Context: an optimization exercise on an open-source flow, tuned for a short achievable clock period and few clock cycles per item. The choices shown serve that exercise and are no tape-out recipe. Function was checked by simulation only, so behaviour that the tests miss may differ from the original.

[flow/flow/run.sh]
#!/bin/bash
set -euo pipefail
bash standard.sh SETUP_SLACK_MARGIN=8 finish > standard_flow.log 2>&1
[flow/standard.sh]
#!/bin/bash
# synth_recipe.tcl (not shown) runs the flow's synth.tcl, then flattens the netlist and writes it again
# the make line also repeats each setting of config.mk as NAME=value (left out here)
make -C /OpenROAD-flow-scripts/flow DESIGN_CONFIG=/design/flow/config.mk WORK_HOME=/design/flow/orfs CLKGATE_MAP_FILE= SYNTH_SCRIPT=/design/flow/synth_recipe.tcl "${@:-finish}"
[flow/config.mk]
export PLATFORM = sky130hd
export DESIGN_NAME = pn_top
export DESIGN_NICKNAME = pn_top
export VERILOG_FILES = /design/flow/design.v
export SDC_FILE = /design/flow/constraint.sdc
export NUM_CORES = 4
export LEC_CHECK = 0
export CAP_MARGIN = 20
export CORE_MARGIN = 2
export CORE_UTILIZATION = 60
export SLEW_MARGIN = 20
[flow/constraint.sdc]
create_clock -name core_clock -period 11.0 [get_ports {clk}]
set_input_delay 2.2000 -clock core_clock [delete_from_list [all_inputs] [get_ports {clk}]]
set_output_delay 2.2000 -clock core_clock [all_outputs]
set_load 0.01 [all_outputs]
[flow/design.v]
package pn_pkg;
    localparam int TOK_DEPTH = 12;               
    localparam int VAL_W     = 18;               
    localparam int SML_W     = 10;               
    localparam int FRM_DEPTH = 6;                
    typedef logic [2:0]              tok_field_t;  
    typedef logic signed [31:0]      result_t;     
    typedef logic signed [VAL_W-1:0] val_t;        
    typedef logic [3:0]              tok_idx_t;    
    typedef logic [1:0]              mode_t;
    localparam mode_t MODE_PREFIX  = 2'd2;
    localparam mode_t MODE_POSTFIX = 2'd3;
    localparam tok_field_t OP_ADD     = 3'd0;
    localparam tok_field_t OP_SUB     = 3'd1;
    localparam tok_field_t OP_MUL     = 3'd2;
    localparam tok_field_t OP_ABS_SUM = 3'd3;
    typedef enum logic [2:0] {
        IDLE,        
        RECEIVE,     
        DRAIN,       
        REPLAY,      
        REPLAY_END,  
        REJECT       
    } seq_state_t;
    function automatic val_t mul_op(input val_t b, input logic [1:0] k, input logic kx,
                                    input logic ka);
        val_t hi, lo;
        hi = kx ? (b << 2) : (ka ? (b << 3) : '0);
        lo = k[0] ? b : (k[1] ? (b << 1) : '0);
        lo = k[1] ? ~lo : lo;
        mul_op = hi + lo + val_t'(k[1]);
    endfunction
    function automatic val_t fast_alu(input tok_field_t op, input val_t x, input val_t y,
                                      input logic x_raw, input logic sub_rev,
                                      input logic x_kx, input logic x_ka,
                                      input logic y_kx, input logic y_ka);
        val_t s, ns;
        s  = x + y;
        ns = (~x) + (~y) + val_t'(2);            
        case (op)
            OP_ADD:     fast_alu = s;
            OP_SUB:     fast_alu = sub_rev ? (y - x) : (x - y);
            OP_MUL:     fast_alu = x_raw ? mul_op(y, x[1:0], x_kx, x_ka)
                                         : mul_op(x, y[1:0], y_kx, y_ka);
            OP_ABS_SUM: fast_alu = s[VAL_W-1] ? ns : s;
            default:    fast_alu = '0;
        endcase
    endfunction
    function automatic logic fits_small(input val_t x);
        fits_small = (x[VAL_W-1:SML_W-1] == '0) || (x[VAL_W-1:SML_W-1] == '1);
    endfunction
endpackage
`timescale 1ns/10ps
module pn_token_buffer (
    input  logic               clk,
    input  logic               wr_en,
    input  pn_pkg::tok_idx_t   wr_idx,
    input  logic               wr_op,
    input  pn_pkg::tok_field_t wr_val,
    input  pn_pkg::tok_idx_t   rd_a,
    output logic               a_op,
    output pn_pkg::tok_field_t a_val,
    input  pn_pkg::tok_idx_t   rd_b,
    output logic               b_op,
    output pn_pkg::tok_field_t b_val
);
    pn_pkg::tok_field_t store_val [pn_pkg::TOK_DEPTH];
    logic               store_op  [pn_pkg::TOK_DEPTH];
    always_ff @(posedge clk) begin
        if (wr_en && wr_idx < pn_pkg::TOK_DEPTH) begin
            store_val[wr_idx] <= wr_val;
            store_op[wr_idx]  <= wr_op;
        end
    end
    always_comb begin
        a_op  = 1'b0;
        a_val = '0;
        b_op  = 1'b0;
        b_val = '0;
        if (rd_a < pn_pkg::TOK_DEPTH) begin
            a_op  = store_op[rd_a];
            a_val = store_val[rd_a];
        end
        if (rd_b < pn_pkg::TOK_DEPTH) begin
            b_op  = store_op[rd_b];
            b_val = store_val[rd_b];
        end
    end
endmodule
`timescale 1ns/10ps
module pn_booth_cs (
    input  logic [pn_pkg::SML_W-1:0] s,
    input  pn_pkg::val_t             b,
    output pn_pkg::val_t             sum,
    output pn_pkg::val_t             carry
);
    localparam int NR = pn_pkg::SML_W / 2;
    pn_pkg::val_t rows [NR+1];
    pn_pkg::val_t s1, c1, s2, c2, s3, c3;
    always_comb begin
        pn_pkg::val_t m;
        logic lo, one, two, neg;
        rows[NR] = '0;
        for (int j = 0; j < NR; j++) begin
            lo  = (j == 0) ? 1'b0 : s[2*j-1];
            one = s[2*j] ^ lo;
            two = (s[2*j+1] & ~s[2*j] & ~lo) | (~s[2*j+1] & s[2*j] & lo);
            neg = s[2*j+1] & ~(s[2*j] & lo);
            m   = one ? b : (two ? (b << 1) : '0);
            m   = neg ? ~m : m;
            rows[j] = m << (2*j);
            rows[NR][2*j] = neg;
        end
        s1    = rows[0] ^ rows[1] ^ rows[2];
        c1    = ((rows[0] & rows[1]) | (rows[0] & rows[2]) | (rows[1] & rows[2])) << 1;
        s2    = rows[3] ^ rows[4] ^ rows[5];
        c2    = ((rows[3] & rows[4]) | (rows[3] & rows[5]) | (rows[4] & rows[5])) << 1;
        s3    = s1 ^ c1 ^ s2;
        c3    = ((s1 & c1) | (s1 & s2) | (c1 & s2)) << 1;
        sum   = s3 ^ c3 ^ c2;
        carry = ((s3 & c3) | (s3 & c2) | (c3 & c2)) << 1;
    end
endmodule
module pn_mul_stage (
    input  logic         clk,
    input  pn_pkg::val_t x,
    input  pn_pkg::val_t y,
    output pn_pkg::val_t prod        
);
    pn_pkg::val_t sa, ca, sb, cb;
    pn_pkg::val_t sa_q, ca_q, sb_q, cb_q;
    logic         x_small_q;
    pn_booth_cs i_bx (.s(x[pn_pkg::SML_W-1:0]), .b(y), .sum(sa), .carry(ca));
    pn_booth_cs i_by (.s(y[pn_pkg::SML_W-1:0]), .b(x), .sum(sb), .carry(cb));
    always_ff @(posedge clk) begin
        x_small_q <= pn_pkg::fits_small(x);
        sa_q      <= sa;
        ca_q      <= ca;
        sb_q      <= sb;
        cb_q      <= cb;
    end
    assign prod = x_small_q ? (sa_q + ca_q) : (sb_q + cb_q);
endmodule
module pn_stack_eval (
    input  logic               clk,
    input  logic               rst_n,
    input  logic               clear,       
    input  logic               tok_valid,
    input  logic               tok_op,
    input  pn_pkg::tok_field_t tok_val,
    input  logic               swap,        
    output logic               consume,     
    output logic               busy,        
    output pn_pkg::val_t       result       
);
    localparam int SD = pn_pkg::TOK_DEPTH - 1;
    pn_pkg::val_t     acc;                  
    logic             acc_raw;              
    pn_pkg::val_t     stk     [SD];         
    logic             stk_raw [SD];
    logic             acc_kx, acc_ka;       
    logic             stk_kx [SD], stk_ka [SD];
    pn_pkg::val_t     bottom;
    pn_pkg::tok_idx_t depth;
    logic             mp;                   
    logic             mp_bottom;            
    pn_pkg::val_t     operand;
    pn_pkg::val_t     full_p;
    pn_pkg::val_t     op_res;
    logic             is_pop, mul_full, do_push, do_pop;
    pn_mul_stage i_mul (.clk(clk), .x(stk[0]), .y(acc), .prod(full_p));
    assign operand = pn_pkg::val_t'(tok_val);
    assign is_pop  = tok_valid && tok_op && (depth >= 2);
    assign mul_full = tok_val == pn_pkg::OP_MUL && !acc_raw && !stk_raw[0];
    assign consume  = tok_valid && !mp;
    assign busy     = mp;
    assign do_push = consume && !tok_op && (depth < pn_pkg::TOK_DEPTH);
    assign do_pop  = consume && is_pop;
    assign op_res  = pn_pkg::fast_alu(tok_val, stk[0], acc, stk_raw[0], swap,
                                                       stk_kx[0], stk_ka[0], acc_kx, acc_ka);
    always_ff @(posedge clk) begin
        if (do_push) begin
            acc        <= operand;
            acc_raw    <= 1'b1;
            acc_kx     <= tok_val[2] ^ tok_val[1];
            acc_ka     <= tok_val[2] & tok_val[1];
            stk[0]     <= acc;
            stk_raw[0] <= acc_raw;
            stk_kx[0]  <= acc_kx;
            stk_ka[0]  <= acc_ka;
            for (int i = 1; i < SD; i++) begin
                stk[i]     <= stk[i-1];
                stk_raw[i] <= stk_raw[i-1];
                stk_kx[i]  <= stk_kx[i-1];
                stk_ka[i]  <= stk_ka[i-1];
            end
        end else if (do_pop) begin
            acc     <= op_res;
            acc_raw <= 1'b0;
            for (int i = 0; i < SD - 1; i++) begin
                stk[i]     <= stk[i+1];
                stk_raw[i] <= stk_raw[i+1];
                stk_kx[i]  <= stk_kx[i+1];
                stk_ka[i]  <= stk_ka[i+1];
            end
        end else if (mp) begin
            acc <= full_p;
        end
        if (do_push && depth == '0)
            bottom <= operand;
        else if (do_pop && depth == pn_pkg::tok_idx_t'(2))
            bottom <= op_res;
        else if (mp && mp_bottom)
            bottom <= full_p;
        if (do_pop)
            mp_bottom <= (depth == pn_pkg::tok_idx_t'(2));
    end
    always_ff @(posedge clk or negedge rst_n) begin
        if (!rst_n) begin
            depth <= '0;
            mp    <= 1'b0;
        end else if (clear) begin
            depth <= '0;
            mp    <= 1'b0;
        end else begin
            mp <= do_pop && mul_full;
            if (do_push)
                depth <= depth + 1'b1;
            else if (do_pop)
                depth <= depth - 1'b1;
        end
    end
    assign result = (depth == '0) ? '0 : bottom;
endmodule
module pn_prefix_eval (
    input  logic               clk,
    input  logic               rst_n,
    input  logic               clear,       
    input  logic               tok_valid,   
    input  logic               tok_op,
    input  pn_pkg::tok_field_t tok_val,
    output logic               consume,     
    output logic               root_now,    
    output pn_pkg::val_t       root_val,
    output logic               done,        
    output pn_pkg::val_t       res,
    output logic               malformed,
    output logic               busy         
);
    localparam int FD = pn_pkg::FRM_DEPTH;
    pn_pkg::tok_field_t f_op  [FD];         
    logic               f_has [FD];         
    logic               f_raw [FD];         
    logic               f_kx  [FD];         
    logic               f_ka  [FD];
    pn_pkg::val_t       f_l   [FD];
    pn_pkg::val_t       f_lt;               
    logic [2:0]         fcnt;
    pn_pkg::val_t       cval;               
    logic               mp;                 
    pn_pkg::val_t       operand;
    pn_pkg::val_t       full_p;
    pn_pkg::val_t       r_chain;
    pn_pkg::val_t       r_small [8];
    pn_pkg::val_t       r_tok;
    pn_pkg::val_t       r;
    logic               tok_operand;
    logic               stall;
    logic               reduce;
    logic               fill;
    logic               push;
    logic               bad;
    pn_mul_stage i_mul (.clk(clk), .x(f_l[0]), .y(cval), .prod(full_p));
    assign operand     = pn_pkg::val_t'(tok_val);
    assign consume     = tok_valid && !busy;
    assign tok_operand = consume && !tok_op && !done;
    assign stall   = busy && !mp && f_op[0] == pn_pkg::OP_MUL && !f_raw[0];
    always_comb begin
        pn_pkg::val_t s, ns, fast;
        s  = f_l[0] + cval;
        ns = (~f_l[0]) + (~cval) + pn_pkg::val_t'(2);
        case (f_op[0])
            pn_pkg::OP_ADD:     fast = s;
            pn_pkg::OP_SUB:     fast = f_l[0] - cval;
            pn_pkg::OP_MUL:     fast = pn_pkg::mul_op(cval, f_l[0][1:0], f_kx[0], f_ka[0]);
            pn_pkg::OP_ABS_SUM: fast = s[pn_pkg::VAL_W-1] ? ns : s;
            default:            fast = '0;
        endcase
        r_chain = mp ? full_p : fast;
    end
    logic [pn_pkg::VAL_W-4:0] lh, lh_inc, lh_dec;
    pn_pkg::val_t             m3, m5, m7;
    pn_pkg::val_t             r_add [8];         
    pn_pkg::val_t             r_sub [8];         
    pn_pkg::val_t             r_mul [8];         
    pn_pkg::val_t             r_abs [8];         
    assign lh     = f_lt[pn_pkg::VAL_W-1:3];
    assign lh_inc = lh + 1'b1;
    assign lh_dec = lh - 1'b1;
    assign m3     = f_lt + (f_lt << 1);
    assign m5     = f_lt + (f_lt << 2);
    assign m7     = (f_lt << 3) - f_lt;
    assign r_mul[0] = '0;
    assign r_mul[1] = f_lt;
    assign r_mul[2] = f_lt << 1;
    assign r_mul[3] = m3;
    assign r_mul[4] = f_lt << 2;
    assign r_mul[5] = m5;
    assign r_mul[6] = m3 << 1;
    assign r_mul[7] = m7;
    for (genvar k = 0; k < 8; k++) begin : g_small
        logic [3:0] lo_add, lo_sub;
        assign lo_add   = {1'b0, f_lt[2:0]} + 4'(k);
        assign lo_sub   = {1'b0, f_lt[2:0]} - 4'(k);
        assign r_add[k] = {lo_add[3] ? lh_inc : lh, lo_add[2:0]};
        assign r_sub[k] = {lo_sub[3] ? lh_dec : lh, lo_sub[2:0]};
        if (k == 0) begin : g_k0
            assign r_abs[k] = r_add[0][pn_pkg::VAL_W-1] ? ~r_sub[1] : r_add[0];
        end else begin : g_kn
            assign r_abs[k] = r_add[k][pn_pkg::VAL_W-1] ? ~r_add[k-1] : r_add[k];
        end
    end
    always_comb begin
        for (int k = 0; k < 8; k++) begin
            case (f_op[0])
                pn_pkg::OP_ADD:     r_small[k] = r_add[k];
                pn_pkg::OP_SUB:     r_small[k] = r_sub[k];
                pn_pkg::OP_MUL:     r_small[k] = r_mul[k];
                pn_pkg::OP_ABS_SUM: r_small[k] = r_abs[k];
                default:            r_small[k] = '0;
            endcase
        end
        r_tok = r_small[tok_val];
    end
    assign reduce = (busy && !stall) || (tok_operand && fcnt != '0 && f_has[0]);
    assign fill   = tok_operand && fcnt != '0 && !f_has[0];
    assign push   = consume && tok_op && !done && fcnt != 3'(FD);
    assign bad    = consume && (done || (tok_op && fcnt == 3'(FD)));
    assign r      = busy ? r_chain : r_tok;
    assign root_now = (reduce && fcnt == 3'd1) || (tok_operand && fcnt == '0);
    assign root_val = reduce ? r : operand;
    always_ff @(posedge clk) begin
        if (reduce) begin
            for (int i = 0; i < FD - 1; i++) begin
                f_op[i]  <= f_op[i+1];
                f_has[i] <= f_has[i+1];
                f_raw[i] <= f_raw[i+1];
                f_kx[i]  <= f_kx[i+1];
                f_ka[i]  <= f_ka[i+1];
                f_l[i]   <= f_l[i+1];
            end
            f_lt <= f_l[1];
            if (!f_has[1]) begin
                f_has[0] <= 1'b1;
                f_raw[0] <= 1'b0;
                f_l[0]   <= r;
                f_lt     <= r;
            end
            cval <= r;
        end else if (push) begin
            f_op[0]  <= tok_val;
            f_has[0] <= 1'b0;
            f_lt     <= '0;                 
            for (int i = 1; i < FD; i++) begin
                f_op[i]  <= f_op[i-1];
                f_has[i] <= f_has[i-1];
                f_raw[i] <= f_raw[i-1];
                f_kx[i]  <= f_kx[i-1];
                f_ka[i]  <= f_ka[i-1];
                f_l[i]   <= f_l[i-1];
            end
        end else if (fill) begin
            f_has[0] <= 1'b1;
            f_raw[0] <= 1'b1;
            f_kx[0]  <= tok_val[2] ^ tok_val[1];
            f_ka[0]  <= tok_val[2] & tok_val[1];
            f_l[0]   <= operand;
            f_lt     <= operand;
        end
        if (root_now)
            res <= root_val;
    end
    always_ff @(posedge clk or negedge rst_n) begin
        if (!rst_n) begin
            fcnt      <= '0;
            busy      <= 1'b0;
            done      <= 1'b0;
            malformed <= 1'b0;
            mp        <= 1'b0;
        end else if (clear) begin
            fcnt      <= '0;
            busy      <= 1'b0;
            done      <= 1'b0;
            malformed <= 1'b0;
            mp        <= 1'b0;
        end else begin
            mp <= stall;
            if (reduce) begin
                fcnt <= fcnt - 1'b1;
                busy <= (fcnt != 3'd1) && f_has[1];
            end else if (push) begin
                fcnt <= fcnt + 1'b1;
            end
            if (root_now)
                done <= 1'b1;
            if (bad)
                malformed <= 1'b1;
        end
    end
endmodule
`timescale 1ns/10ps
module pn_top (
    input  logic               clk,
    input  logic               rst_n,
    input  logic               in_valid,
    input  pn_pkg::mode_t      mode,
    input  logic               operator,
    input  pn_pkg::tok_field_t in,
    output logic               out_valid,
    output pn_pkg::result_t    out
);
    pn_pkg::seq_state_t state;
    pn_pkg::seq_state_t state_d;
    logic               pre_q;           
    pn_pkg::tok_idx_t   wr;              
    pn_pkg::tok_idx_t   rp;              
    pn_pkg::tok_idx_t   ridx;            
    logic               live;            
    logic               clear;           
    logic               p_clear;
    logic               s_clear;
    logic               cur_pre;
    logic               a_op, b_op;
    pn_pkg::tok_field_t a_val, b_val;
    logic               q_empty;
    logic               h_valid, h_op;
    pn_pkg::tok_field_t h_val;
    logic               consume;
    logic               p_consume, p_root_now, p_done, p_malformed, p_busy;
    pn_pkg::val_t       p_root_val, p_res;
    logic               replay;
    logic               s_valid, s_op, s_consume, s_busy;
    pn_pkg::tok_field_t s_val;
    pn_pkg::val_t       s_result;
    logic               ended;
    logic               q_empty_after;
    logic               fire_post, fire_pre, fire_rep, fire;
    logic               fallback;
    pn_pkg::val_t       fire_val;
    assign live    = in_valid && (state == pn_pkg::IDLE || state == pn_pkg::RECEIVE);
    assign cur_pre = (state == pn_pkg::IDLE) || pre_q;
    assign clear   = out_valid || state == pn_pkg::REJECT;    
    assign p_clear = clear || (state == pn_pkg::RECEIVE && !pre_q);
    assign s_clear = clear || (state == pn_pkg::RECEIVE &&  pre_q);
    assign replay  = (state == pn_pkg::REPLAY);
    pn_token_buffer i_token_buffer (
        .clk    (clk),
        .wr_en  (live),
        .wr_idx (wr),
        .wr_op  (operator),
        .wr_val (in),
        .rd_a   (rp),
        .a_op   (a_op),
        .a_val  (a_val),
        .rd_b   (ridx),
        .b_op   (b_op),
        .b_val  (b_val)
    );
    assign q_empty = (rp == wr);
    assign h_valid = q_empty ? live : (state == pn_pkg::RECEIVE || state == pn_pkg::DRAIN);
    assign h_op    = q_empty ? operator : a_op;
    assign h_val   = q_empty ? in       : a_val;
    pn_prefix_eval i_prefix_eval (
        .clk       (clk),
        .rst_n     (rst_n),
        .clear     (p_clear),
        .tok_valid (h_valid && cur_pre),
        .tok_op    (h_op),
        .tok_val   (h_val),
        .consume   (p_consume),
        .root_now  (p_root_now),
        .root_val  (p_root_val),
        .done      (p_done),
        .res       (p_res),
        .malformed (p_malformed),
        .busy      (p_busy)
    );
    assign s_valid = replay ? 1'b1  : (h_valid && (state == pn_pkg::IDLE || !pre_q));
    assign s_op    = replay ? b_op  : h_op;
    assign s_val   = replay ? b_val : h_val;
    pn_stack_eval i_stack_eval (
        .clk       (clk),
        .rst_n     (rst_n),
        .clear     (s_clear),
        .tok_valid (s_valid),
        .tok_op    (s_op),
        .tok_val   (s_val),
        .swap      (replay),
        .consume   (s_consume),
        .busy      (s_busy),
        .result    (s_result)
    );
    assign consume = h_valid && (pre_q ? p_consume : s_consume) && !replay;
    assign ended         = (state == pn_pkg::RECEIVE && !in_valid) || state == pn_pkg::DRAIN;
    assign q_empty_after = p_consume ? ((rp + 1'b1) == wr) : q_empty;
    assign fire_pre  = ended && pre_q && !p_malformed && q_empty_after &&
                       (p_root_now || (p_done && !p_consume));
    assign fallback  = ended && pre_q && !fire_pre &&
                       (p_malformed || (q_empty && !p_busy && !p_done));
    assign fire_post = ended && !pre_q && q_empty && !s_busy;
    assign fire_rep  = state == pn_pkg::REPLAY_END && !s_busy;
    assign fire      = fire_post || fire_pre || fire_rep;
    assign fire_val  = ({pn_pkg::VAL_W{fire_pre &&  p_root_now}} & p_root_val) |
                       ({pn_pkg::VAL_W{fire_pre && !p_root_now}} & p_res) |
                       ({pn_pkg::VAL_W{fire_post || fire_rep}}   & s_result);
    always_comb begin
        state_d = state;
        case (state)
            pn_pkg::IDLE:       if (in_valid) state_d = mode[1] ? pn_pkg::RECEIVE : pn_pkg::REJECT;
            pn_pkg::REJECT:     if (!in_valid) state_d = pn_pkg::IDLE;
            pn_pkg::RECEIVE, pn_pkg::DRAIN: begin
                if (state == pn_pkg::RECEIVE && in_valid)
                    state_d = pn_pkg::RECEIVE;
                else if (fire)
                    state_d = pn_pkg::IDLE;
                else if (fallback)
                    state_d = pn_pkg::REPLAY;
                else
                    state_d = pn_pkg::DRAIN;
            end
            pn_pkg::REPLAY:     if (ridx == '0 && s_consume) state_d = pn_pkg::REPLAY_END;
            pn_pkg::REPLAY_END: if (!s_busy) state_d = pn_pkg::IDLE;
            default:            state_d = pn_pkg::IDLE;
        endcase
    end
    always_ff @(posedge clk or negedge rst_n) begin
        if (!rst_n) begin
            state     <= pn_pkg::IDLE;
            pre_q     <= 1'b0;
            wr        <= '0;
            rp        <= '0;
            ridx      <= '0;
            out_valid <= 1'b0;
            out       <= '0;
        end else begin
            state <= state_d;
            if (state == pn_pkg::IDLE && in_valid)
                pre_q <= (mode == pn_pkg::MODE_PREFIX);
            if (clear)
                wr <= '0;
            else if (live && wr < pn_pkg::TOK_DEPTH)
                wr <= wr + 1'b1;
            if (clear)
                rp <= '0;
            else if (consume)
                rp <= rp + 1'b1;
            if (!replay)
                ridx <= wr - 1'b1;       
            else if (s_consume)
                ridx <= ridx - 1'b1;
            out_valid <= fire;
            out       <= pn_pkg::result_t'(fire_val);
        end
    end
endmodule
==> impl_results.md, run 1 <==
* # hold bufs at CTS at 0
* CTS Buf Count at 78
* Synthesized area at 62700 um^2
* H-tree depth at 3
* Root Buffer: clkbuf_16
* Fraction of the mapped netlist area in compound gates at 0.2256
* Fail Step: 5_1_grt
* PortBufs at 41
* XOR/XNOR Fraction of Synth Area at 0.07873
* Most numerous cell in the Yosys netlist: nand2_1
* Main combinational cell family by area after synthesis: compound AO/OA/AOI/OAI gates
* Vias in the first global route at 85263
* Seq/Total Area, Yosys at 0.3069
* Dpl hpwl at 174600 um
* DIE HEIGHT at 327.3 um
* Post-Synth Adder-Cell Area at 0.1342
* Area share of the largest cell type after synthesis at 0.2352
* First-pass GRT wire length at 647900 um
* Synth Flop Type: edfxtp_1
* Netlist cell types at 121
* GRT Overall Usage at 0.8152
* Largest net degree at the start of global routing at 55
* Yosys warns at 37
* CTS sink count at 704
* Starting density of the core at 0.6049
* Synth cell count leaders: nand2_1 (1245), edfxtp_1 (491), ha_1 (439)
* Remaining global-route overflow at 537
* GP Congestion at 1.092
* Synth area leaders: edfxtp_1 (24%), ha_1 (8.8%), nand2_1 (7.5%)
* Post-Syn Nets at 7945
* Mapped Cells at 7351
* Mux cell area share after synthesis at 0.03121
* Post-synthesis simple-gate area fraction at 0.1682
* # rows at 118
* EDFF count, synth at 491
* Ports at 42
* Synth area leader: edfxtp_1
* Die W at 327.3 um
* Mean Syn Cell Area at 8.529 um^2
* Ys async rst share at 0.06676
* Clock buffer depth at 3
* Outcome: did not finish
* Yosys reg bits at 704
* Error msg: [ERROR GRT-0116] Global routing finished with congestion. Check the congestion regions in the DRC Viewer.
==> logic make-up after synthesis <==
logic type / count (synthesis)
AO/OA/AOI/OAI: 2086
XOR/XNOR: 561
adder cells (fa/ha/maj): 585
buffers and inverters: 864
flip-flops: 704
multiplexers: 168
AND/OR/NAND/NOR: 2383
==> repair_timing <==
action	in CTS
cloned	237
pin swaps	726
setup endpoints to repair	1104
setup buffers	695
resized for setup	2227
==> worst max path at each step <==
stage                            start                  endpoint  slack, ps  cells past startpoint
2_1_floorplan                 operator       i_stack_eval.acc[0]       6570                      7
3_3_place_gp                  operator  i_stack_eval.stk[10][15]       4450                      6
3_5_place_dp                  operator   i_stack_eval.stk[6][16]       4360                      8
4_1_cts        i_prefix_eval.f_l[0][0]    i_prefix_eval.f_lt[14]       7130                     17
==> routing by layer <==
metal | overflow | global-route usage
met5 | 5 | 0.5106
met4 | 189 | 0.7631
met3 | 57 | 0.7147
met2 | 243 | 0.9445
met1 | 43 | 0.8178
==> metrics by stage <==
| step | cells | worst slack, ps | cell area [um^2] |
|---|---|---|---|
| after CTS | 9444 | 7126 | 86960 |
| after detailed placement | 8366 | 4363 | 64700 |
| after global placement | 8365 | 4447 | 64680 |
| after floorplan | 7351 | 6568 | 64290 |
Testbench counts, summed over its fixed seeds: cycles 35,588, exprs 3,200.
==> run 2: changes to the inputs <==
--- a/flow/config.mk
+++ b/flow/config.mk
@@ -7,5 +7,5 @@
 export LEC_CHECK = 0
 export CAP_MARGIN = 20
 export CORE_MARGIN = 2
-export CORE_UTILIZATION = 60
+export CORE_UTILIZATION = 40
 export SLEW_MARGIN = 20
==> run 2 against run 1 <==
Against the previous run: the run now finishes clean; synthesized cell count unchanged; synthesized area unchanged.
==> impl_results.md, run 2 <==
* Root Buffer: clkbuf_16
* Setup_tns at 0 ps
* Netlist cell types at 121 (unchanged)
* Layout cell share with drive strength beyond 1 at 0.4088
* Critical Path Sink Type: flop
* Synthesized area at 62700 um^2 (unchanged)
* Worst-margin pin slew at 1261 ps
* CTS tree: done
* H-tree depth at 3 (unchanged)
* CP bufs+invs at 2
* Clock slew seen by the registers of the worst setup and hold paths at 70 ps
* Final WL at 357700 um
* First-pass GRT wire length at 477300 um
* Final setup viols at 0
* Synth-to-layout area growth at 53.58%
* Synth area leader: edfxtp_1
* CTS Buf Count at 82 (+5.1%)
* Ys async rst share at 0.06676 (unchanged)
* Drt first pass iters at 7
* Yosys warns at 37 (unchanged)
* Dpl hpwl at 192500 um (+10%)
* Synth cell count leaders: nand2_1 (1245), edfxtp_1 (491), ha_1 (439)
* GP Congestion at 1.058 (-3.1%)
* Ports at 42 (unchanged)
* Seq/Total Area, Yosys at 0.3069 (unchanged)
* Crit path max-delay cell type: nor3_4
* Outcome: complete, no violations
* Minimum clock period at 4194 ps
* Worst setup path class: flop to flop
* Cell count of the worst reg-to-reg path at 12
* Synth area leaders: edfxtp_1 (24%), ha_1 (8.8%), nand2_1 (7.5%)
* Remaining global-route overflow at 0
* Max reg flops at 198
* Slew Limit Fails at 0
* CP max FO at 37
* CP peak stage delay at 680 ps
* Period utilization at 0.3813
* Initial antenna violation count at 16
* Post-Place Worst Slack at 4209 ps (-153.4 ps)
* Crit path cell chain: buf_8 -> or3_4 -> buf_12 -> a21oi_1 -> nor3_4 -> o22ai_4 -> a21oi_2 -> o21ai_1 -> and3_4 -> o311ai_4 -> o221ai_4 -> o21ba_4
* Hold EP: i_prefix_eval.f_l[5][5]
* Top Registers: i_stack_eval.stk x198, i_prefix_eval.f_l x108, i_token_buffer.store_val x36
* Mean Syn Cell Area at 8.529 um^2 (unchanged)
* Antenna Violating Nets Remaining at 0
* Vias per cell at 6.822
* Initial DRC count at 10995
* CTS sink count at 704 (unchanged)
* Hold crit path type: flop to flop
* Mapped Cells at 7351 (unchanged)
* Yosys reg bits at 704 (unchanged)
* Final worst slack at 6806 ps
* Clk latency of the worst-skew pair at 750 ps
* Die W at 399.9 um (+22%)
* Area share of the largest cell type after synthesis at 0.2352 (unchanged)
* Util after Layout at 0.6172
* Vias in the first global route at 66322
* Critical path depth in cells at 12
* Min-delay src: i_prefix_eval.f_l[4][5]
* Relative slew slack at 0.1506
* R2R setup slack at 6810 ps
* Final nets at 8958
* Hold path depth at 0
* # rows at 145 (+23%)
* Peak Freq at 238.4 MHz
* DRC viols at 0
* Starting density of the core at 0.4018 (-0.2031)
* DIE HEIGHT at 399.9 um (+22%)
* Most flop-heavy register: i_stack_eval.stk
* GRT Overall Usage at 0.4104
* PortBufs at 41 (unchanged)
* RSZ-0062 raised after global routing: true
* Synth Flop Type: edfxtp_1
* Fin Hold WS at 457.6 ps
* Maximum Capacitance Violations at 0
* Post-Syn Nets at 7945 (unchanged)
* Core footprint at 156000 um^2
* RR Startpoint: i_prefix_eval.f_op[0][1]
* Routed WL per cell at 34.08 um
* Final hold viol count at 0
* Clock skew at 36.90 ps
* Commonest non-fill, non-tap cells in the layout: nand2_1 (661), buf_4 (654), edfxtp_1 (491)
* EDFF count, synth at 491 (unchanged)
* Top delay family on crit path: compound AO/OA/AOI/OAI gates
* Clock buffer depth at 3 (unchanged)
* Arrival time at the worst endpoint at 4680 ps
* Die area at 159900 um^2
* Required time of the critical path at 11490 ps
* Via count at 71621
* Critical R2R Capture: i_prefix_eval.f_l[0][7]
* Most numerous cell in the Yosys netlist: nand2_1
* CP Launch Type: flop
* Most common cell after layout, fill and taps aside: nand2_1
* Largest net degree at the start of global routing at 49
## run 2: cell counts after synthesis
No cell type changed its count.
## run 2: timing repair
action                                  4_1_cts  5_1_grt
endpoints found under the setup margin     1103     1047
setup buffers                               755      276
gates resized for setup                    2185     1206
hold buffers                                  0        0
pin swaps                                   593      589
cloned                                      217       21
## run 2: cells by family (layout without fill, tap and decap cells)
kind of cell / after synthesis / after routing / synth area share
adder cells (fa/ha/maj): 585 / 585 / 0.1342
AND/OR/NAND/NOR: 2383 / 2415 / 0.1682
other: 0 / 7 / 0
buffers and inverters: 864 / 1908 / 0.05506
AO/OA/AOI/OAI: 2086 / 2092 / 0.2256
XOR/XNOR: 561 / 561 / 0.07873
multiplexers: 168 / 168 / 0.03121
flip-flops: 704 / 704 / 0.3069
## run 2: worst reg2reg max path: cells and delay by family (launching register included)
kind                   cells  cell delay, ps
DFF                        1             370
buffers and inverters      2             630
and+or+nand+nor            3            1250
AOI/OAI and AO/OA          7            1690
## run 2: how the worst max path moves through the flow
stage | startpoint | endpoint | slack (ps)
CTS | i_prefix_eval.f_l[0][0] | i_prefix_eval.res[14] | 6960
detailed placement | operator | i_stack_eval.stk[10][6] | 4210
finish | i_prefix_eval.f_op[0][1] | i_prefix_eval.f_l[0][7] | 6810
global placement | operator | i_stack_eval.stk[10][6] | 4240
floorplan | operator | i_stack_eval.acc[0] | 6570
global route | i_prefix_eval.f_l[0][0] | i_prefix_eval.f_lt[17] | 6790
## run 2: final cells by class
cell class | count | area (um^2)
multi-input cells | 5821 | 50750
clock buffers | 109 | 2287
clock inverters | 44 | 485.5
flip-flops and latches | 704 | 19300
fillers | 11871 | 59730
well taps | 2058 | 2575
repair buffers | 1420 | 18930
inverters | 307 | 1506
repair inverters | 28 | 441.7
diodes | 7 | 17.52
## run 2: stage by stage
stage | std cells | cell area (um^2)
2_1_floorplan | 7351 | 64290
3_3_place_gp | 9068 | 65720
3_5_place_dp | 9068 | 65730
4_1_cts | 10193 | 88350
5_1_grt | 10491 | 96270
6_report | 10498 | 96290
## run 2: routing by layer
| metal | up-vias | wire length, um | GRT usage |
|---|---|---|---|
| li1 | 28889 | - | - |
| met1 | 34576 | 123800 | 0.4964 |
| met2 | 5988 | 147600 | 0.6004 |
| met3 | 2150 | 50280 | 0.1499 |
| met4 | 18 | 35920 | 0.2943 |
| met5 | - | 172 | 0 |
==> run 3: changes to the inputs <==
--- a/flow/design.v
+++ b/flow/design.v
@@ -248,7 +248,7 @@
     output logic               busy         
 );
     localparam int FD = pn_pkg::FRM_DEPTH;
-    pn_pkg::tok_field_t f_op  [FD];         
+    logic [3:0]         f_op  [FD];         
     logic               f_has [FD];         
     logic               f_raw [FD];         
     logic               f_kx  [FD];         
@@ -274,18 +274,15 @@
     assign operand     = pn_pkg::val_t'(tok_val);
     assign consume     = tok_valid && !busy;
     assign tok_operand = consume && !tok_op && !done;
-    assign stall   = busy && !mp && f_op[0] == pn_pkg::OP_MUL && !f_raw[0];
+    assign stall   = busy && !mp && f_op[0][2] && !f_raw[0];
     always_comb begin
         pn_pkg::val_t s, ns, fast;
         s  = f_l[0] + cval;
         ns = (~f_l[0]) + (~cval) + pn_pkg::val_t'(2);
-        case (f_op[0])
-            pn_pkg::OP_ADD:     fast = s;
-            pn_pkg::OP_SUB:     fast = f_l[0] - cval;
-            pn_pkg::OP_MUL:     fast = pn_pkg::mul_op(cval, f_l[0][1:0], f_kx[0], f_ka[0]);
-            pn_pkg::OP_ABS_SUM: fast = s[pn_pkg::VAL_W-1] ? ns : s;
-            default:            fast = '0;
-        endcase
+        fast = ({pn_pkg::VAL_W{f_op[0][0]}} & s) |
+               ({pn_pkg::VAL_W{f_op[0][1]}} & (f_l[0] - cval)) |
+               ({pn_pkg::VAL_W{f_op[0][2]}} & pn_pkg::mul_op(cval, f_l[0][1:0], f_kx[0], f_ka[0])) |
+               ({pn_pkg::VAL_W{f_op[0][3]}} & (s[pn_pkg::VAL_W-1] ? ns : s));
         r_chain = mp ? full_p : fast;
     end
     logic [pn_pkg::VAL_W-4:0] lh, lh_inc, lh_dec;
@@ -322,13 +319,10 @@
     end
     always_comb begin
         for (int k = 0; k < 8; k++) begin
-            case (f_op[0])
-                pn_pkg::OP_ADD:     r_small[k] = r_add[k];
-                pn_pkg::OP_SUB:     r_small[k] = r_sub[k];
-                pn_pkg::OP_MUL:     r_small[k] = r_mul[k];
-                pn_pkg::OP_ABS_SUM: r_small[k] = r_abs[k];
-                default:            r_small[k] = '0;
-            endcase
+            r_small[k] = ({pn_pkg::VAL_W{f_op[0][0]}} & r_add[k]) |
+                         ({pn_pkg::VAL_W{f_op[0][1]}} & r_sub[k]) |
+                         ({pn_pkg::VAL_W{f_op[0][2]}} & r_mul[k]) |
+                         ({pn_pkg::VAL_W{f_op[0][3]}} & r_abs[k]);
         end
         r_tok = r_small[tok_val];
     end
@@ -358,7 +352,8 @@
             end
             cval <= r;
         end else if (push) begin
-            f_op[0]  <= tok_val;
+            f_op[0]  <= {tok_val == pn_pkg::OP_ABS_SUM, tok_val == pn_pkg::OP_MUL,
+                         tok_val == pn_pkg::OP_SUB,     tok_val == pn_pkg::OP_ADD};
             f_has[0] <= 1'b0;
             f_lt     <= '0;                 
             for (int i = 1; i < FD; i++) begin
==> run 3 against run 2 <==
Against the previous run: final area shrank 8.8%; die area shrank 0.96%; utilization shrank 4.7 points; maximum frequency shrank 7.6%; via count shrank 11%; synthesized area shrank 0.97%; still clean; clock skew grew 1.8 ps; global-route usage shrank 6.2 points; synthesized cell count shrank 7.0%; sequential cell count grew 6.
==> impl_results.md, run 3 <==
* Synthesized area at 62090 um^2 (-0.97%)
* Most common cell after layout, fill and taps aside: buf_4
* Final nets at 8130 (-9.2%)
* Yosys warns at 37 (unchanged)
* Final setup viols at 0 (unchanged)
* Ys async rst share at 0.06620 (-0.0005642)
* Mean Syn Cell Area at 9.087 um^2 (+6.5%)
* Peak Freq at 220.3 MHz (-7.6%)
* Maximum Capacitance Violations at 0 (unchanged)
* Final hold viol count at 0 (unchanged)
* Min-delay src: i_stack_eval.stk[9][5]
* Main combinational cell family by area after synthesis: compound AO/OA/AOI/OAI gates
* CP max FO at 6 (-84%)
* CTS Buf Count at 81 (-1.2%)
* Worst-margin pin slew at 1228 ps (-32.50 ps)
* EDFF count, synth at 497 (+1.2%)
* Initial antenna violation count at 10 (-6)
* Starting density of the core at 0.4031 (+0.001218)
* Crit path cell chain: buf_12 -> ha_4 -> buf_12 -> buf_6 -> buf_8 -> buf_6 -> nand2_4 -> nor4_4 -> buf_6 -> nor2_4 -> buf_8 -> mux2_4 -> a222oi_1 -> a21o_1 -> o31ai_2 -> a21oi_2 -> o2bb2ai_4 -> buf_12 -> nor2_4
* Largest net degree at the start of global routing at 103 (+110%)
* Register area at 19470 um^2 (+0.84%)
* Required time of the critical path at 11440 ps (-50 ps)
* DIE HEIGHT at 398.0 um (-0.48%)
* RR Startpoint: i_prefix_eval.f_lt[4]
* Fill count at 12541 (+5.6%)
* Post-Syn Nets at 7427 (-6.5%)
* Worst setup path class: flop to flop
* PortBufs at 41 (unchanged)
* Synth cell count leaders: nand2_1 (733), edfxtp_1 (497), xnor2_1 (478)
* Synth area leaders: edfxtp_1 (24%), ha_1 (8.8%), xnor2_1 (6.7%)
* Commonest non-fill, non-tap cells in the layout: buf_4 (515), edfxtp_1 (497), nand2_1 (472)
* Critical path launch point: i_prefix_eval.f_lt[4]
* Placed insts at 8528 (-6.0%)
* GRT Overall Usage at 0.3482 (-0.06225)
* Vias in the first global route at 60495 (-8.8%)
* Relative slew slack at 0.1812 (+0.03055)
* Mux cell area share after synthesis at 0.06049 (+0.02928)
* Final WL at 297800 um (-17%)
* Drt first pass iters at 16 (+9)
* Seq/Total Area, Yosys at 0.3128 (+0.005901)
* Slew Limit Fails at 0 (unchanged)
* Setup_tns at 0 ps (unchanged)
* Most numerous cell in the Yosys netlist: nand2_1
* Core footprint at 154000 um^2 (-1.3%)
* Die area at 158400 um^2 (-0.96%)
* Layout cell share with drive strength beyond 1 at 0.3676 (-0.04113)
* Synth area leader: edfxtp_1
* Ports at 42 (unchanged)
* Synth Flop Type: edfxtp_1
* RSZ-0062 raised after global routing: true
* Crit path max-delay cell type: a222oi_1
* Area share of the largest cell type after synthesis at 0.2404 (+0.005200)
* Most flop-heavy register: i_stack_eval.stk
* # hold bufs at CTS at 0 (unchanged)
* Vias per cell at 6.618 (-3.0%)
* Outcome: complete, no violations
* Clock buffer depth at 3 (unchanged)
* Yosys reg bits at 710 (+0.85%)
* XOR/XNOR Fraction of Synth Area at 0.08953 (+0.01080)
* Routed WL per cell at 30.85 um (-9.5%)
* Dpl hpwl at 166800 um (-13%)
* Clock skew at 38.68 ps (+1.785 ps)
* CTS sink count at 710 (+0.85%)
* Fraction of the mapped netlist area in compound gates at 0.2160 (-0.009624)
* Final cell count without fillers at 9653 (-8.0%)
* Post-Synth Adder-Cell Area at 0.1355 (+0.001312)
* Clock slew seen by the registers of the worst setup and hold paths at 70 ps (about the same)
* Top Registers: i_stack_eval.stk x198, i_prefix_eval.f_l x108, i_token_buffer.store_val x36
* Post-synthesis simple-gate area fraction at 0.1327 (-0.03549)
* # rows at 144 (-0.69%)
* Util after Layout at 0.5702 (-0.04696)
* Initial DRC count at 9132 (-17%)
* First-pass GRT wire length at 410800 um (-14%)
* DRC viols at 0 (unchanged)
* CP peak stage delay at 940 ps (+260 ps)
* Arrival time at the worst endpoint at 4980 ps (+300 ps)
* Minimum clock period at 4540 ps (+345.3 ps)
* Mapped Cells at 6833 (-7.0%)
* Synth-to-layout area growth at 41.47%
* Max reg flops at 198 (unchanged)
* Die W at 398.0 um (-0.48%)
* H-tree depth at 3 (unchanged)
* Via count at 63881 (-11%)
* Period utilization at 0.4127 (+0.03139)
* GP Congestion at 1.016 (-4.0%)
* CP Launch Type: flop
* Area of the multi-input gates at 46960 um^2 (-7.5%)
* Hold crit path type: flop to flop
* Critical Path Sink Type: flop
* Antenna Violating Nets Remaining at 0 (unchanged)
* Clk latency of the worst-skew pair at 710 ps (-40 ps)
* Remaining global-route overflow at 0 (unchanged)
* CTS tree: done
* Root Buffer: clkbuf_16
* Netlist cell types at 117 (-3.3%)
run 3: metrics by stage:
stage	area [um^2]	setup WS, ps	hold slack (ps)
final	87840	6460	446.3
after global routing	87830	6505	457.2
after CTS	82370	6992	432.9
after detailed placement	64740	4545	430.0
after global placement	64740	4649	420.8
after floorplan	63540	6327	420.4
run 3: cells by family after synthesis:
logic type	count (synthesis)
compound gates	1977
xor+xnor	633
fa+ha+maj	585
buf+inv	816
flops	710
mux	323
simple gates	1789
run 3: area by class of cell:
cell class | count | share of cell area
Multi-Input combinational cell | 5331 | 0.5346
Sequential cell | 710 | 0.2216
Timing Repair Buffer | 1066 | 0.1576
Tap cell | 2044 | 0.02912
Clock buffer | 107 | 0.02561
Inverter | 296 | 0.01584
Timing Repair inverter | 50 | 0.01000
Clock inverter | 43 | 0.005413
Antenna cell | 6 | 0.0001709
run 3: worst paths after layout:
check | endpoint | slack (ps) | cells after the start
worst max register to register | i_prefix_eval.res[7] | 6460 | 19
worst min register to register | i_stack_eval.stk[10][5] | 450 | 0
worst min-delay path | i_stack_eval.stk[10][5] | 450 | 0
max in group asynchronous | out[6] | 8680 | 2
worst max-delay path | i_prefix_eval.res[7] | 6460 | 19
min in group asynchronous | ridx[0] | 1690 | 2
run 3: timing repair:
item                       4_1_cts  5_1_grt
resized for setup             1677      828
pin swaps                      392      351
cloned                         173       10
setup endpoints to repair     1118     1057
setup buffers                  593      192
run 3: routing by layer:
layer / wire length [um] / global-route usage / share of wire
met1: 104300 / 0.4259 / 0.35
met2: 124200 / 0.5190 / 0.42
met3: 39160 / 0.1048 / 0.13
met4: 29990 / 0.2528 / 0.10
met5: 120 / 0 / 0.00040
run 3: worst max-delay path, delay by kind of cell (launching register included):
| kind | cells | cell delay [ps] |
|---|---|---|
| multiplexers | 1 | 310 |
| adder cells (fa/ha/maj) | 1 | 170 |
| flip-flops | 1 | 440 |
| AND/OR/NAND/NOR | 4 | 320 |
| AO/OA/AOI/OAI | 5 | 1790 |
| buffers and inverters | 8 | 1210 |
Testbench counts of run 3, summed over its fixed seeds: cycles 35,588, exprs 3,200.

-- what the ideal ports hide --
In the flow no input, the clock included, has a driving cell. The finished layouts below were timed again as built, in two steps.
Step 1: set_driving_cell puts a clkbuf_16 on clk and a buf_2 on each other input, an assumption about the parent block.
Step 2 moves the port delays by t, midway between the first and last clock arrival at a register: inputs arrive t later, outputs are due t later. That takes back most of the time a late clock gives input paths.
Three values: ideal, step 1, step 2; two values: the first two.
run	shift t [ns]	setup WS [ns]	latest minus earliest clock arrival (ns)	slew at the worst register clock pin (ns)
run 2	0.818	6.806 / 6.806 / 6.112	0.041 / 0.041	0.07 / 0.07
run 3	0.776	6.460 / 6.460 / 6.086	0.042 / 0.042	0.07 / 0.07
After both steps setup and hold are still met in every run listed. For run 2, which loses most, drivers alone change the setup slack by 0.000 ns; drivers and shift together by -0.694 ns.
